This is an optimization exercise on Yosys and OpenROAD, whose aim is small area and a short achievable clock period, not a production implementation. RTL that was checked went through simulation tests only; none was proved equivalent to the original.

==> inputs of branch zinc <==
// layer_blend
module layer_blend #(
    parameter logic [23:0] BG_RGB    = 24'h000000,
    parameter logic        SYNC_IDLE = 1'b1
) (
    input  logic        clk,
    input  logic        rst,
    input  logic [31:0] color_rgba_top,
    input  logic [31:0] color_rgba_mid,
    input  logic [31:0] color_rgba_bot,
    input  logic        bright_in,
    input  logic        hsync_in,
    input  logic        vsync_in,
    output logic [23:0] rgb_out,
    output logic        bright_out,
    output logic        hsync_out,
    output logic        vsync_out
);
export LEC_CHECK = 0
export CAP_MARGIN = 20
export CORE_MARGIN = 2
export CORE_UTILIZATION = 60
export CTS_BUF_LIST = sky130_fd_sc_hd__clkbuf_8
export CTS_CLUSTER_DIAMETER = 60
export CTS_CLUSTER_SIZE = 20
export GPL_TIMING_DRIVEN = 1
export SETUP_SLACK_MARGIN = 4.0
export SLEW_MARGIN = 20
create_clock -name core_clock -period 8.0 [get_ports {clk}]
standard.sh (not shown) runs the stock make flow with config.mk's settings and CLKGATE_MAP_FILE= SYNTH_SCRIPT=/design/flow/synth_recipe.tcl, a recipe that flattens the netlist after the stock synthesis.
==> flow/flow/run.sh <==
#!/bin/bash
set -euo pipefail
extra=()
if [[ -f flow/make.args ]]; then
  while IFS= read -r line; do [[ -n "$line" ]] && extra+=("$line"); done < flow/make.args
fi
bash standard.sh SYNTH_CANONICALIZE_TCL="$PWD/flow/leafmap.tcl" "${extra[@]}" finish > make.log 2>&1
Other scripts of this flow, unchanged in this note and not shown: flow/flow/leafmap.tcl, flow/flow/leafmap.v, flow/flow/make.args
==> branch umber (differences from branch zinc) <==
--- a/flow/config.mk
+++ b/flow/config.mk
@@ -12,5 +12,4 @@
 export CTS_CLUSTER_DIAMETER = 60
 export CTS_CLUSTER_SIZE = 20
-export GPL_TIMING_DRIVEN = 1
-export SETUP_SLACK_MARGIN = 4.0
+export SETUP_SLACK_MARGIN = 4.3
 export SLEW_MARGIN = 20
==> results.py <==
metrics = {
    "run_status": {
        "status": "complete, no violations",
    },
    "global_route": {
        "grt_pass1_wl_um": 93560,
        "use_met2_pct": 53.37,
    },
    "setup_path": {
        "path_buf_inv": 2,
        "r2r_end": "s2_k_r[12]$_DFF_P_",
        "startpoint": "mid_a_r[7]$_DFF_P_",
        "max_stage_delay_ns": 0.62,
    },
    "drt": {
        "met2WireLength_um": 29770,
        "routedLengthMet1_um": 23070,
        "highest_layer": "met5",
    },
    "sta": {
        "slew_headroom_pct": 25.56,
    },
    "clocking": {
        "insertion_delay_ns": 0.63,
    },
    "cells_and_area": {
        "buffers": 276,
    },
}
The numbers above come from branch umber.

==> results.py <==
metrics = {
    "run_status": {
        "status": "complete, no violations",
    },
    "clocking": {
        "insertion_delay_ns": 0.64,
    },
    "setup_path": {
        "r2r_end": "s2_k_r[5]$_DFF_P_",
        "path_buf_inv": 0,
    },
    "sta": {
        "slew_headroom_pct": 33.34,
    },
    "global_route": {
        "use_met2_pct": 51.50,
        "grt_pass1_wl_um": 89760,
    },
    "drt": {
        "met2WireLength_um": 26840,
    },
    "cells_and_area": {
        "buffers": 194,
    },
}
The numbers above come from branch zinc.


========
==> run a <==
Another version of the RTL of layer_blend (not shown whole).
==> flow/config.mk <==
export PLATFORM = sky130hd
export DESIGN_NAME = layer_blend
export DESIGN_NICKNAME = layer_blend
export VERILOG_FILES = /design/flow/design.v
export SDC_FILE = /design/flow/constraint.sdc
export NUM_CORES = 4
export LEC_CHECK = 0
export CAP_MARGIN = 20
export CORE_MARGIN = 2
export CORE_UTILIZATION = 60
export CTS_BUF_LIST = sky130_fd_sc_hd__clkbuf_8
export CTS_CLUSTER_DIAMETER = 60
export CTS_CLUSTER_SIZE = 20
export SETUP_SLACK_MARGIN = 4.0
export SLEW_MARGIN = 20
==> flow/constraint.sdc <==
create_clock -name core_clock -period 8.0 [get_ports {clk}]
set_input_delay 1.6000 -clock core_clock [delete_from_list [all_inputs] [get_ports {clk}]]
set_output_delay 1.6000 -clock core_clock [all_outputs]
set_load 0.01 [all_outputs]
==> flow/flow/leafmap.v <==
// Map the design's leaf modules one-to-one onto sky130hd cells.
module lb_fa (input wire a, input wire b, input wire c, output wire s, output wire co);
    sky130_fd_sc_hd__fa_1 _TECHMAP_REPLACE_ (.A(a), .B(b), .CIN(c), .SUM(s), .COUT(co));
endmodule

module lb_ha (input wire a, input wire b, output wire s, output wire co);
    sky130_fd_sc_hd__ha_1 _TECHMAP_REPLACE_ (.A(a), .B(b), .SUM(s), .COUT(co));
endmodule

module lb_han (input wire a, input wire b, output wire s, output wire co);
    sky130_fd_sc_hd__xnor2_1 x (.A(a), .B(b), .Y(s));
    sky130_fd_sc_hd__or2_1 o (.A(a), .B(b), .X(co));
endmodule

module lb_mx (input wire sn, input wire f, input wire s, input wire b, output wire y);
    sky130_fd_sc_hd__o22ai_1 _TECHMAP_REPLACE_ (.A1(sn), .A2(f), .B1(s), .B2(b), .Y(y));
endmodule

module lb_nd (input wire a, input wire b, output wire y);
    sky130_fd_sc_hd__nand2_1 _TECHMAP_REPLACE_ (.A(a), .B(b), .Y(y));
endmodule

module lb_a21oi (input wire a1, input wire a2, input wire b1, output wire y);
    sky130_fd_sc_hd__a21oi_1 _TECHMAP_REPLACE_ (.A1(a1), .A2(a2), .B1(b1), .Y(y));
endmodule

module lb_o21ai (input wire a1, input wire a2, input wire b1, output wire y);
    sky130_fd_sc_hd__o21ai_0 _TECHMAP_REPLACE_ (.A1(a1), .A2(a2), .B1(b1), .Y(y));
endmodule

module lb_nand2 (input wire a, input wire b, output wire y);
    sky130_fd_sc_hd__nand2_1 _TECHMAP_REPLACE_ (.A(a), .B(b), .Y(y));
endmodule

module lb_nor2 (input wire a, input wire b, output wire y);
    sky130_fd_sc_hd__nor2_1 _TECHMAP_REPLACE_ (.A(a), .B(b), .Y(y));
endmodule

module lb_inv (input wire a, output wire y);
    sky130_fd_sc_hd__inv_1 _TECHMAP_REPLACE_ (.A(a), .Y(y));
endmodule

module lb_xor2 (input wire a, input wire b, output wire y);
    sky130_fd_sc_hd__xor2_1 _TECHMAP_REPLACE_ (.A(a), .B(b), .X(y));
endmodule

module lb_xnor2 (input wire a, input wire b, output wire y);
    sky130_fd_sc_hd__xnor2_1 _TECHMAP_REPLACE_ (.A(a), .B(b), .Y(y));
endmodule

module lb_maj (input wire a, input wire b, input wire c, output wire y);
    sky130_fd_sc_hd__maj3_1 _TECHMAP_REPLACE_ (.A(a), .B(b), .C(c), .X(y));
endmodule

module lb_and2 (input wire a, input wire b, output wire y);
    sky130_fd_sc_hd__and2_1 _TECHMAP_REPLACE_ (.A(a), .B(b), .X(y));
endmodule

module lb_or2 (input wire a, input wire b, output wire y);
    sky130_fd_sc_hd__or2_1 _TECHMAP_REPLACE_ (.A(a), .B(b), .X(y));
endmodule
Scripts as last shown in full above: flow/flow/run.sh
Other scripts of this flow, unchanged in this note and not shown: flow/flow/leafmap.tcl, flow/flow/make.args
==> run b (differences from run a) <==
--- a/flow/design.v
+++ b/flow/design.v
@@ -14,22 +14,20 @@
     output logic        bright_out,
     output logic        hsync_out,
     output logic        vsync_out
 );
     logic [23:0] s1_hx_n_r, s1_hy_n_r;    
     logic [14:0] s1_k_n_r;
     logic [23:0] mid_rgb_n_r;             
     logic [7:0]  mid_a_r;
-    logic [7:0]  mid_a_n_r;               
     logic [31:0] top_d1_r;
     logic [23:0] s2_hx_r, s2_hy_r;        
     logic [14:0] s2_k_r;
     logic [31:0] top_d2_r;
-    logic [7:0]  top_a_n_d2_r;            
     logic [23:0] s3_hx_n_r, s3_hy_n_r;    
     logic [14:0] s3_k_n_r;
     logic [1:0]  bright_sr_r;
     logic [1:0]  hsync_sr_r;
     logic [1:0]  vsync_sr_r;
     logic [23:0] hx1_n, hy1_n, hx2, hy2, hx3_n, hy3_n;
     logic [14:0] k1_n, k2, k3_n;       
     logic [23:0] c1_n, c2;
@@ -1445,36 +1443,34 @@
                 lb_rows_and_n u_b1 (.f(color_rgba_bot[8*ch+15:8*ch+8]), .a(color_rgba_bot[7:0]),
                                .hx(hx1_n[8*ch+7:8*ch]), .hy(hy1_n[8*ch+7:8*ch]), .k(k1_n[5*ch+4:5*ch]));
             end else begin : g_colour
                 lb_rows_mux_n u_b1 (.f(color_rgba_bot[8*ch+15:8*ch+8]), .b(BG_RGB[8*ch+7:8*ch]),
                                .a(color_rgba_bot[7:0]), .an(~color_rgba_bot[7:0]),
                                .hx(hx1_n[8*ch+7:8*ch]), .hy(hy1_n[8*ch+7:8*ch]), .k(k1_n[5*ch+4:5*ch]));
             end
             lb_rows_mux_p u_b2 (.f(mid_rgb_n_r[8*ch+7:8*ch]), .b(c1_n[8*ch+7:8*ch]),
-                           .a(mid_a_r), .an(mid_a_n_r),
+                           .a(mid_a_r), .an(~mid_a_r),
                            .hx(hx2[8*ch+7:8*ch]), .hy(hy2[8*ch+7:8*ch]), .k(k2[5*ch+4:5*ch]));
             lb_rows_mux_n u_b3 (.f(top_d2_r[8*ch+15:8*ch+8]), .b(c2[8*ch+7:8*ch]),
-                           .a(top_d2_r[7:0]), .an(top_a_n_d2_r),
+                           .a(top_d2_r[7:0]), .an(~top_d2_r[7:0]),
                            .hx(hx3_n[8*ch+7:8*ch]), .hy(hy3_n[8*ch+7:8*ch]), .k(k3_n[5*ch+4:5*ch]));
         end
     endgenerate
     always_ff @(posedge clk) begin
         s1_hx_n_r   <= hx1_n;
         s1_hy_n_r   <= hy1_n;
         s1_k_n_r    <= k1_n;
         mid_rgb_n_r <= ~color_rgba_mid[31:8];
         mid_a_r     <= color_rgba_mid[7:0];
-        mid_a_n_r   <= ~color_rgba_mid[7:0];
         top_d1_r    <= color_rgba_top;
         s2_hx_r     <= hx2;
         s2_hy_r     <= hy2;
         s2_k_r      <= k2;
         top_d2_r    <= top_d1_r;
-        top_a_n_d2_r <= ~top_d1_r[7:0];
     end
     always_ff @(posedge clk) begin
         s3_hx_n_r <= hx3_n;
         s3_hy_n_r <= hy3_n;
         s3_k_n_r  <= k3_n;
     end
     assign rgb_out = bright_out ? rgb_s : 24'h000000;
     always_ff @(posedge clk) begin
Settings changed: SETUP_SLACK_MARGIN 4.0 to 4.1.
==> run c (differences from run a) <==
--- a/flow/design.v
+++ b/flow/design.v
@@ -14,22 +14,20 @@
     output logic        bright_out,
     output logic        hsync_out,
     output logic        vsync_out
 );
     logic [23:0] s1_hx_n_r, s1_hy_n_r;    
     logic [14:0] s1_k_n_r;
     logic [23:0] mid_rgb_n_r;             
     logic [7:0]  mid_a_r;
-    logic [7:0]  mid_a_n_r;               
     logic [31:0] top_d1_r;
     logic [23:0] s2_hx_r, s2_hy_r;        
     logic [14:0] s2_k_r;
     logic [31:0] top_d2_r;
-    logic [7:0]  top_a_n_d2_r;            
     logic [23:0] s3_hx_n_r, s3_hy_n_r;    
     logic [14:0] s3_k_n_r;
     logic [1:0]  bright_sr_r;
     logic [1:0]  hsync_sr_r;
     logic [1:0]  vsync_sr_r;
     logic [23:0] hx1_n, hy1_n, hx2, hy2, hx3_n, hy3_n;
     logic [14:0] k1_n, k2, k3_n;       
     logic [23:0] c1_n, c2;
@@ -1445,36 +1443,34 @@
                 lb_rows_and_n u_b1 (.f(color_rgba_bot[8*ch+15:8*ch+8]), .a(color_rgba_bot[7:0]),
                                .hx(hx1_n[8*ch+7:8*ch]), .hy(hy1_n[8*ch+7:8*ch]), .k(k1_n[5*ch+4:5*ch]));
             end else begin : g_colour
                 lb_rows_mux_n u_b1 (.f(color_rgba_bot[8*ch+15:8*ch+8]), .b(BG_RGB[8*ch+7:8*ch]),
                                .a(color_rgba_bot[7:0]), .an(~color_rgba_bot[7:0]),
                                .hx(hx1_n[8*ch+7:8*ch]), .hy(hy1_n[8*ch+7:8*ch]), .k(k1_n[5*ch+4:5*ch]));
             end
             lb_rows_mux_p u_b2 (.f(mid_rgb_n_r[8*ch+7:8*ch]), .b(c1_n[8*ch+7:8*ch]),
-                           .a(mid_a_r), .an(mid_a_n_r),
+                           .a(mid_a_r), .an(~mid_a_r),
                            .hx(hx2[8*ch+7:8*ch]), .hy(hy2[8*ch+7:8*ch]), .k(k2[5*ch+4:5*ch]));
             lb_rows_mux_n u_b3 (.f(top_d2_r[8*ch+15:8*ch+8]), .b(c2[8*ch+7:8*ch]),
-                           .a(top_d2_r[7:0]), .an(top_a_n_d2_r),
+                           .a(top_d2_r[7:0]), .an(~top_d2_r[7:0]),
                            .hx(hx3_n[8*ch+7:8*ch]), .hy(hy3_n[8*ch+7:8*ch]), .k(k3_n[5*ch+4:5*ch]));
         end
     endgenerate
     always_ff @(posedge clk) begin
         s1_hx_n_r   <= hx1_n;
         s1_hy_n_r   <= hy1_n;
         s1_k_n_r    <= k1_n;
         mid_rgb_n_r <= ~color_rgba_mid[31:8];
         mid_a_r     <= color_rgba_mid[7:0];
-        mid_a_n_r   <= ~color_rgba_mid[7:0];
         top_d1_r    <= color_rgba_top;
         s2_hx_r     <= hx2;
         s2_hy_r     <= hy2;
         s2_k_r      <= k2;
         top_d2_r    <= top_d1_r;
-        top_a_n_d2_r <= ~top_d1_r[7:0];
     end
     always_ff @(posedge clk) begin
         s3_hx_n_r <= hx3_n;
         s3_hy_n_r <= hy3_n;
         s3_k_n_r  <= k3_n;
     end
     assign rgb_out = bright_out ? rgb_s : 24'h000000;
     always_ff @(posedge clk) begin
==> run d (differences from run a) <==
--- a/flow/design.v
+++ b/flow/design.v
@@ -14,22 +14,20 @@
     output logic        bright_out,
     output logic        hsync_out,
     output logic        vsync_out
 );
     logic [23:0] s1_hx_n_r, s1_hy_n_r;    
     logic [14:0] s1_k_n_r;
     logic [23:0] mid_rgb_n_r;             
     logic [7:0]  mid_a_r;
-    logic [7:0]  mid_a_n_r;               
     logic [31:0] top_d1_r;
     logic [23:0] s2_hx_r, s2_hy_r;        
     logic [14:0] s2_k_r;
     logic [31:0] top_d2_r;
-    logic [7:0]  top_a_n_d2_r;            
     logic [23:0] s3_hx_n_r, s3_hy_n_r;    
     logic [14:0] s3_k_n_r;
     logic [1:0]  bright_sr_r;
     logic [1:0]  hsync_sr_r;
     logic [1:0]  vsync_sr_r;
     logic [23:0] hx1_n, hy1_n, hx2, hy2, hx3_n, hy3_n;
     logic [14:0] k1_n, k2, k3_n;       
     logic [23:0] c1_n, c2;
@@ -1445,36 +1443,34 @@
                 lb_rows_and_n u_b1 (.f(color_rgba_bot[8*ch+15:8*ch+8]), .a(color_rgba_bot[7:0]),
                                .hx(hx1_n[8*ch+7:8*ch]), .hy(hy1_n[8*ch+7:8*ch]), .k(k1_n[5*ch+4:5*ch]));
             end else begin : g_colour
                 lb_rows_mux_n u_b1 (.f(color_rgba_bot[8*ch+15:8*ch+8]), .b(BG_RGB[8*ch+7:8*ch]),
                                .a(color_rgba_bot[7:0]), .an(~color_rgba_bot[7:0]),
                                .hx(hx1_n[8*ch+7:8*ch]), .hy(hy1_n[8*ch+7:8*ch]), .k(k1_n[5*ch+4:5*ch]));
             end
             lb_rows_mux_p u_b2 (.f(mid_rgb_n_r[8*ch+7:8*ch]), .b(c1_n[8*ch+7:8*ch]),
-                           .a(mid_a_r), .an(mid_a_n_r),
+                           .a(mid_a_r), .an(~mid_a_r),
                            .hx(hx2[8*ch+7:8*ch]), .hy(hy2[8*ch+7:8*ch]), .k(k2[5*ch+4:5*ch]));
             lb_rows_mux_n u_b3 (.f(top_d2_r[8*ch+15:8*ch+8]), .b(c2[8*ch+7:8*ch]),
-                           .a(top_d2_r[7:0]), .an(top_a_n_d2_r),
+                           .a(top_d2_r[7:0]), .an(~top_d2_r[7:0]),
                            .hx(hx3_n[8*ch+7:8*ch]), .hy(hy3_n[8*ch+7:8*ch]), .k(k3_n[5*ch+4:5*ch]));
         end
     endgenerate
     always_ff @(posedge clk) begin
         s1_hx_n_r   <= hx1_n;
         s1_hy_n_r   <= hy1_n;
         s1_k_n_r    <= k1_n;
         mid_rgb_n_r <= ~color_rgba_mid[31:8];
         mid_a_r     <= color_rgba_mid[7:0];
-        mid_a_n_r   <= ~color_rgba_mid[7:0];
         top_d1_r    <= color_rgba_top;
         s2_hx_r     <= hx2;
         s2_hy_r     <= hy2;
         s2_k_r      <= k2;
         top_d2_r    <= top_d1_r;
-        top_a_n_d2_r <= ~top_d1_r[7:0];
     end
     always_ff @(posedge clk) begin
         s3_hx_n_r <= hx3_n;
         s3_hy_n_r <= hy3_n;
         s3_k_n_r  <= k3_n;
     end
     assign rgb_out = bright_out ? rgb_s : 24'h000000;
     always_ff @(posedge clk) begin
@@ -1720,27 +1716,55 @@
     wire w91, w92;
     lb_fa u_w91 (.a(w47), .b(w66), .c(w67), .s(w91), .co(w92));
     wire w93, w94;
     lb_fa u_w93 (.a(w48), .b(w69), .c(w68), .s(w93), .co(w94));
     wire w95, w96;
     lb_fa u_w95 (.a(w50), .b(w71), .c(w70), .s(w95), .co(w96));
     wire w97, w98;
     lb_fa u_w97 (.a(pp6_7), .b(pp7_6), .c(w72), .s(w97), .co(w98));
-    wire [8:0] cy;
-    assign cy[0] = 1'b0;
-    assign cy[1] = (~pp0_0 & ~pp7_0) | ((~pp0_0 | ~pp7_0) & cy[0]);
-    assign cy[2] = (~w73 & ~pp7_1) | ((~w73 | ~pp7_1) & cy[1]);
-    assign cy[3] = (~w74 & ~w75) | ((~w74 | ~w75) & cy[2]);
-    assign cy[4] = (~w76 & ~w77) | ((~w76 | ~w77) & cy[3]);
-    assign cy[5] = (~w78 & ~w79) | ((~w78 | ~w79) & cy[4]);
-    assign cy[6] = (~w80 & ~w81) | ((~w80 | ~w81) & cy[5]);
-    assign cy[7] = (~w82 & ~w83) | ((~w82 | ~w83) & cy[6]);
-    assign cy[8] = (~w84 & ~w85) | ((~w84 | ~w85) & cy[7]);
-    assign k = {w82, w83, ~cy[6], w84, w85};
+    wire lc1;
+    lb_nand2 u_lc1 (.a(w73), .b(pp7_1), .y(lc1));
+    wire lc2;
+    lb_nand2 u_lc2 (.a(w74), .b(w75), .y(lc2));
+    wire lc3;
+    lb_nand2 u_lc3 (.a(w76), .b(w77), .y(lc3));
+    wire lc4;
+    lb_nand2 u_lc4 (.a(w78), .b(w79), .y(lc4));
+    wire lc5;
+    lb_nand2 u_lc5 (.a(w80), .b(w81), .y(lc5));
+    wire lc6;
+    lb_nor2 u_lc6 (.a(w73), .b(pp7_1), .y(lc6));
+    wire lc7;
+    lb_nor2 u_lc7 (.a(w74), .b(w75), .y(lc7));
+    wire lc8;
+    lb_nor2 u_lc8 (.a(w76), .b(w77), .y(lc8));
+    wire lc9;
+    lb_nor2 u_lc9 (.a(w78), .b(w79), .y(lc9));
+    wire lc10;
+    lb_nor2 u_lc10 (.a(w80), .b(w81), .y(lc10));
+    wire lc11;
+    lb_nor2 u_lc11 (.a(pp0_0), .b(pp7_0), .y(lc11));
+    wire lc12;
+    lb_o21ai u_lc12 (.a1(lc6), .a2(lc11), .b1(lc1), .y(lc12));
+    wire lc13;
+    lb_inv u_lc13 (.a(lc2), .y(lc13));
+    wire lc14;
+    lb_inv u_lc14 (.a(lc7), .y(lc14));
+    wire lc15;
+    lb_a21oi u_lc15 (.a1(lc14), .a2(lc12), .b1(lc13), .y(lc15));
+    wire lc16;
+    lb_o21ai u_lc16 (.a1(lc8), .a2(lc15), .b1(lc3), .y(lc16));
+    wire lc17;
+    lb_o21ai u_lc17 (.a1(lc10), .a2(lc4), .b1(lc5), .y(lc17));
+    wire lc18;
+    lb_nor2 u_lc18 (.a(lc10), .b(lc9), .y(lc18));
+    wire lc19;
+    lb_a21o u_lc19 (.a1(lc18), .a2(lc16), .b1(lc17), .y(lc19));
+    assign k = {w82, w83, lc19, w84, w85};
     assign hx = {1'b1, w98, w96, w94, w92, w90, w88, w86};
     assign hy = {1'b1, pp7_7, w97, w95, w93, w91, w89, w87};
 endmodule
 module lb_rows_mux_p (
     input wire [7:0] f, input wire [7:0] b, input wire [7:0] a, input wire [7:0] an,
     output wire [7:0] hx, output wire [7:0] hy, output wire [4:0] k
 );
     wire pp0_0;
@@ -1964,27 +1988,55 @@
     wire w91, w92;
     lb_fa u_w91 (.a(w47), .b(w66), .c(w67), .s(w91), .co(w92));
     wire w93, w94;
     lb_fa u_w93 (.a(w48), .b(w69), .c(w68), .s(w93), .co(w94));
     wire w95, w96;
     lb_fa u_w95 (.a(w50), .b(w71), .c(w70), .s(w95), .co(w96));
     wire w97, w98;
     lb_fa u_w97 (.a(pp6_7), .b(pp7_6), .c(w72), .s(w97), .co(w98));
-    wire [8:0] cy;
-    assign cy[0] = 1'b0;
-    assign cy[1] = (pp0_0 & pp7_0) | ((pp0_0 | pp7_0) & cy[0]);
-    assign cy[2] = (w73 & pp7_1) | ((w73 | pp7_1) & cy[1]);
-    assign cy[3] = (w74 & w75) | ((w74 | w75) & cy[2]);
-    assign cy[4] = (w76 & w77) | ((w76 | w77) & cy[3]);
-    assign cy[5] = (w78 & w79) | ((w78 | w79) & cy[4]);
-    assign cy[6] = (w80 & w81) | ((w80 | w81) & cy[5]);
-    assign cy[7] = (w82 & w83) | ((w82 | w83) & cy[6]);
-    assign cy[8] = (w84 & w85) | ((w84 | w85) & cy[7]);
-    assign k = {w82, w83, cy[6], w84, w85};
+    wire lc1;
+    lb_nand2 u_lc1 (.a(w73), .b(pp7_1), .y(lc1));
+    wire lc2;
+    lb_nand2 u_lc2 (.a(w74), .b(w75), .y(lc2));
+    wire lc3;
+    lb_nand2 u_lc3 (.a(w76), .b(w77), .y(lc3));
+    wire lc4;
+    lb_nand2 u_lc4 (.a(w78), .b(w79), .y(lc4));
+    wire lc5;
+    lb_nand2 u_lc5 (.a(w80), .b(w81), .y(lc5));
+    wire lc6;
+    lb_nor2 u_lc6 (.a(w73), .b(pp7_1), .y(lc6));
+    wire lc7;
+    lb_nor2 u_lc7 (.a(w74), .b(w75), .y(lc7));
+    wire lc8;
+    lb_nor2 u_lc8 (.a(w76), .b(w77), .y(lc8));
+    wire lc9;
+    lb_nor2 u_lc9 (.a(w78), .b(w79), .y(lc9));
+    wire lc10;
+    lb_nor2 u_lc10 (.a(w80), .b(w81), .y(lc10));
+    wire lc11;
+    lb_nand2 u_lc11 (.a(pp0_0), .b(pp7_0), .y(lc11));
+    wire lc12;
+    lb_o21ai u_lc12 (.a1(lc6), .a2(lc11), .b1(lc1), .y(lc12));
+    wire lc13;
+    lb_inv u_lc13 (.a(lc2), .y(lc13));
+    wire lc14;
+    lb_inv u_lc14 (.a(lc7), .y(lc14));
+    wire lc15;
+    lb_a21oi u_lc15 (.a1(lc14), .a2(lc12), .b1(lc13), .y(lc15));
+    wire lc16;
+    lb_o21ai u_lc16 (.a1(lc8), .a2(lc15), .b1(lc3), .y(lc16));
+    wire lc17;
+    lb_o21ai u_lc17 (.a1(lc10), .a2(lc4), .b1(lc5), .y(lc17));
+    wire lc18;
+    lb_nor2 u_lc18 (.a(lc10), .b(lc9), .y(lc18));
+    wire lc19;
+    lb_a21o u_lc19 (.a1(lc18), .a2(lc16), .b1(lc17), .y(lc19));
+    assign k = {w82, w83, lc19, w84, w85};
     assign hx = {1'b0, w98, w96, w94, w92, w90, w88, w86};
     assign hy = {1'b0, pp7_7, w97, w95, w93, w91, w89, w87};
 endmodule
 module lb_rows_mux_n (
     input wire [7:0] f, input wire [7:0] b, input wire [7:0] a, input wire [7:0] an,
     output wire [7:0] hx, output wire [7:0] hy, output wire [4:0] k
 );
     wire pp0_0;
@@ -2208,27 +2260,55 @@
     wire w91, w92;
     lb_fa u_w91 (.a(w47), .b(w66), .c(w67), .s(w91), .co(w92));
     wire w93, w94;
     lb_fa u_w93 (.a(w48), .b(w69), .c(w68), .s(w93), .co(w94));
     wire w95, w96;
     lb_fa u_w95 (.a(w50), .b(w71), .c(w70), .s(w95), .co(w96));
     wire w97, w98;
     lb_fa u_w97 (.a(pp6_7), .b(pp7_6), .c(w72), .s(w97), .co(w98));
-    wire [8:0] cy;
-    assign cy[0] = 1'b0;
-    assign cy[1] = (~pp0_0 & ~pp7_0) | ((~pp0_0 | ~pp7_0) & cy[0]);
-    assign cy[2] = (~w73 & ~pp7_1) | ((~w73 | ~pp7_1) & cy[1]);
-    assign cy[3] = (~w74 & ~w75) | ((~w74 | ~w75) & cy[2]);
-    assign cy[4] = (~w76 & ~w77) | ((~w76 | ~w77) & cy[3]);
-    assign cy[5] = (~w78 & ~w79) | ((~w78 | ~w79) & cy[4]);
-    assign cy[6] = (~w80 & ~w81) | ((~w80 | ~w81) & cy[5]);
-    assign cy[7] = (~w82 & ~w83) | ((~w82 | ~w83) & cy[6]);
-    assign cy[8] = (~w84 & ~w85) | ((~w84 | ~w85) & cy[7]);
-    assign k = {w82, w83, ~cy[6], w84, w85};
+    wire lc1;
+    lb_nand2 u_lc1 (.a(w73), .b(pp7_1), .y(lc1));
+    wire lc2;
+    lb_nand2 u_lc2 (.a(w74), .b(w75), .y(lc2));
+    wire lc3;
+    lb_nand2 u_lc3 (.a(w76), .b(w77), .y(lc3));
+    wire lc4;
+    lb_nand2 u_lc4 (.a(w78), .b(w79), .y(lc4));
+    wire lc5;
+    lb_nand2 u_lc5 (.a(w80), .b(w81), .y(lc5));
+    wire lc6;
+    lb_nor2 u_lc6 (.a(w73), .b(pp7_1), .y(lc6));
+    wire lc7;
+    lb_nor2 u_lc7 (.a(w74), .b(w75), .y(lc7));
+    wire lc8;
+    lb_nor2 u_lc8 (.a(w76), .b(w77), .y(lc8));
+    wire lc9;
+    lb_nor2 u_lc9 (.a(w78), .b(w79), .y(lc9));
+    wire lc10;
+    lb_nor2 u_lc10 (.a(w80), .b(w81), .y(lc10));
+    wire lc11;
+    lb_nor2 u_lc11 (.a(pp0_0), .b(pp7_0), .y(lc11));
+    wire lc12;
+    lb_o21ai u_lc12 (.a1(lc6), .a2(lc11), .b1(lc1), .y(lc12));
+    wire lc13;
+    lb_inv u_lc13 (.a(lc2), .y(lc13));
+    wire lc14;
+    lb_inv u_lc14 (.a(lc7), .y(lc14));
+    wire lc15;
+    lb_a21oi u_lc15 (.a1(lc14), .a2(lc12), .b1(lc13), .y(lc15));
+    wire lc16;
+    lb_o21ai u_lc16 (.a1(lc8), .a2(lc15), .b1(lc3), .y(lc16));
+    wire lc17;
+    lb_o21ai u_lc17 (.a1(lc10), .a2(lc4), .b1(lc5), .y(lc17));
+    wire lc18;
+    lb_nor2 u_lc18 (.a(lc10), .b(lc9), .y(lc18));
+    wire lc19;
+    lb_a21o u_lc19 (.a1(lc18), .a2(lc16), .b1(lc17), .y(lc19));
+    assign k = {w82, w83, lc19, w84, w85};
     assign hx = {1'b1, w98, w96, w94, w92, w90, w88, w86};
     assign hy = {1'b1, pp7_7, w97, w95, w93, w91, w89, w87};
 endmodule
 module lb_fa (input wire a, input wire b, input wire c, output wire s, output wire co);
     assign s  = a ^ b ^ c;
     assign co = (a & b) | (a & c) | (b & c);
 endmodule
 module lb_ha (input wire a, input wire b, output wire s, output wire co);
@@ -2237,16 +2317,19 @@
 endmodule
 module lb_han (input wire a, input wire b, output wire s, output wire co);
     assign s  = ~(a ^ b);
     assign co = a | b;
 endmodule
 module lb_mx (input wire sn, input wire f, input wire s, input wire b, output wire y);
     assign y = ~((sn | f) & (s | b));
 endmodule
+module lb_a21o (input wire a1, input wire a2, input wire b1, output wire y);
+    assign y = (a1 & a2) | b1;
+endmodule
 module lb_and2 (input wire a, input wire b, output wire y);
     assign y = a & b;
 endmodule
 module lb_or2 (input wire a, input wire b, output wire y);
     assign y = a | b;
 endmodule
 module lb_maj (input wire a, input wire b, input wire c, output wire y);
     assign y = (a & b) | (a & c) | (b & c);
--- a/flow/flow/leafmap.v
+++ b/flow/flow/leafmap.v
@@ -54,8 +54,12 @@
 
 module lb_and2 (input wire a, input wire b, output wire y);
     sky130_fd_sc_hd__and2_1 _TECHMAP_REPLACE_ (.A(a), .B(b), .X(y));
 endmodule
 
 module lb_or2 (input wire a, input wire b, output wire y);
     sky130_fd_sc_hd__or2_1 _TECHMAP_REPLACE_ (.A(a), .B(b), .X(y));
 endmodule
+
+module lb_a21o (input wire a1, input wire a2, input wire b1, output wire y);
+    sky130_fd_sc_hd__a21o_1 _TECHMAP_REPLACE_ (.A1(a1), .A2(a2), .B1(b1), .X(y));
+endmodule
==> run notes <==
Final cell count, lowest first: run c, run a, run b, run d. Of run d and run b, run d has the higher area after synthesis (gap about 0.9%, measured against run b). Of run a and run d, run a has the higher die area (gap 0.57%, measured against run d). Non-clock buffer count, lowest first: run d, run a, run c, run b. The lowest setup slack belongs to run c, the highest to run d. Against run a, the worst hold slack of run b is higher by 0.0011 ns. Register-to-register slack is about the same in run c and run a.
==> figures <==
| metric | run a | run c | run d | run b |
|---|---|---|---|---|
| Run status | no timing/DRC/antenna violations | no timing/DRC/antenna violations | no timing/DRC/antenna violations | no timing/DRC/antenna violations |
| Depth of the worst register-to-register path | 13 | 11 | 11 | 6 |
| Type of the setup path with the least slack | flip-flop to flip-flop | flip-flop to flip-flop | flip-flop to output pin | flip-flop to flip-flop |
| Timing-limited maximum frequency | 258.4 MHz | 258.0 MHz | 259.1 MHz | 259.1 MHz |
| Metal2 WL | 26880 um | 27420 um | 26140 um | 27590 um |
| Buffers excl. clock | 177 | 181 | 171 | 206 |
| Global-route met1 utilization | 38.50% | 40.75% | 38.26% | 40.69% |
| Detailed-routing wirelength on met1 | 22120 um | 22900 um | 21840 um | 22990 um |
| Crit Reg-Reg Endpoint | s3_k_n_r[7]$_DFF_P_ | s2_hy_r[8]$_DFF_P_ | s3_hy_n_r[8]$_DFF_P_ | s2_hy_r[16]$_DFF_P_ |
| Clock buffer instance count of the final layout | 27 | 28 | 27 | 28 |
| RSZ-0062 raised after global routing | yes | yes | no | yes |
| Yosys top cell area share | 34.69% | 35.22% | 34.89% | 35.22% |
| Proportion of layout cells with a drive suffix above 1 | 6.703% | 6.821% | 6.318% | 8.833% |
| TritonRoute pass-1 iters | 7 | 8 | 8 | 6 |
| Post-CTS Setup Inserts | 2 | 3 | 0 | 5 |
| Half-perimeter wire length after detailed placement | 41960 um | 43160 um | 41450 um | 43160 um |
For run a, only the layout was checked, not whether the RTL still works.

-- afterwards: timing with drivers on the ports --
In the flow no input, the clock included, has a driving cell. The finished layouts below were timed again as built, in two steps.
Step 1: set_driving_cell puts a clkbuf_16 on clk and a buf_2 on each other input, an assumption about the parent block.
Step 2 also shifts input and output timing later by t, the mid clock arrival at the registers, as if the neighbouring blocks saw the same clock.
Three values: ideal ports, drivers, drivers and shift; two values: the first two.
run	t, ns	slack for setup (ns)	worst hold slack (ns)
branch zinc	0.682	4.068 / 4.057 / 3.640	0.329 / 0.329 / 0.329
branch umber	0.659	4.126 / 4.113 / 3.785	0.333 / 0.333 / 0.333
run a	0.655	4.130 / 4.127 / 3.701	0.330 / 0.330 / 0.330
run b	0.660	4.141 / 4.141 / 3.684	0.331 / 0.331 / 0.331
run c	0.657	4.124 / 4.124 / 3.671	0.331 / 0.331 / 0.331
run d	0.660	4.141 / 4.088 / 3.806	0.334 / 0.334 / 0.334
After both steps every run listed still meets setup and hold. The setup slack of run b, which loses most, moves by 0.000 ns with the drivers and by -0.457 ns with both steps.
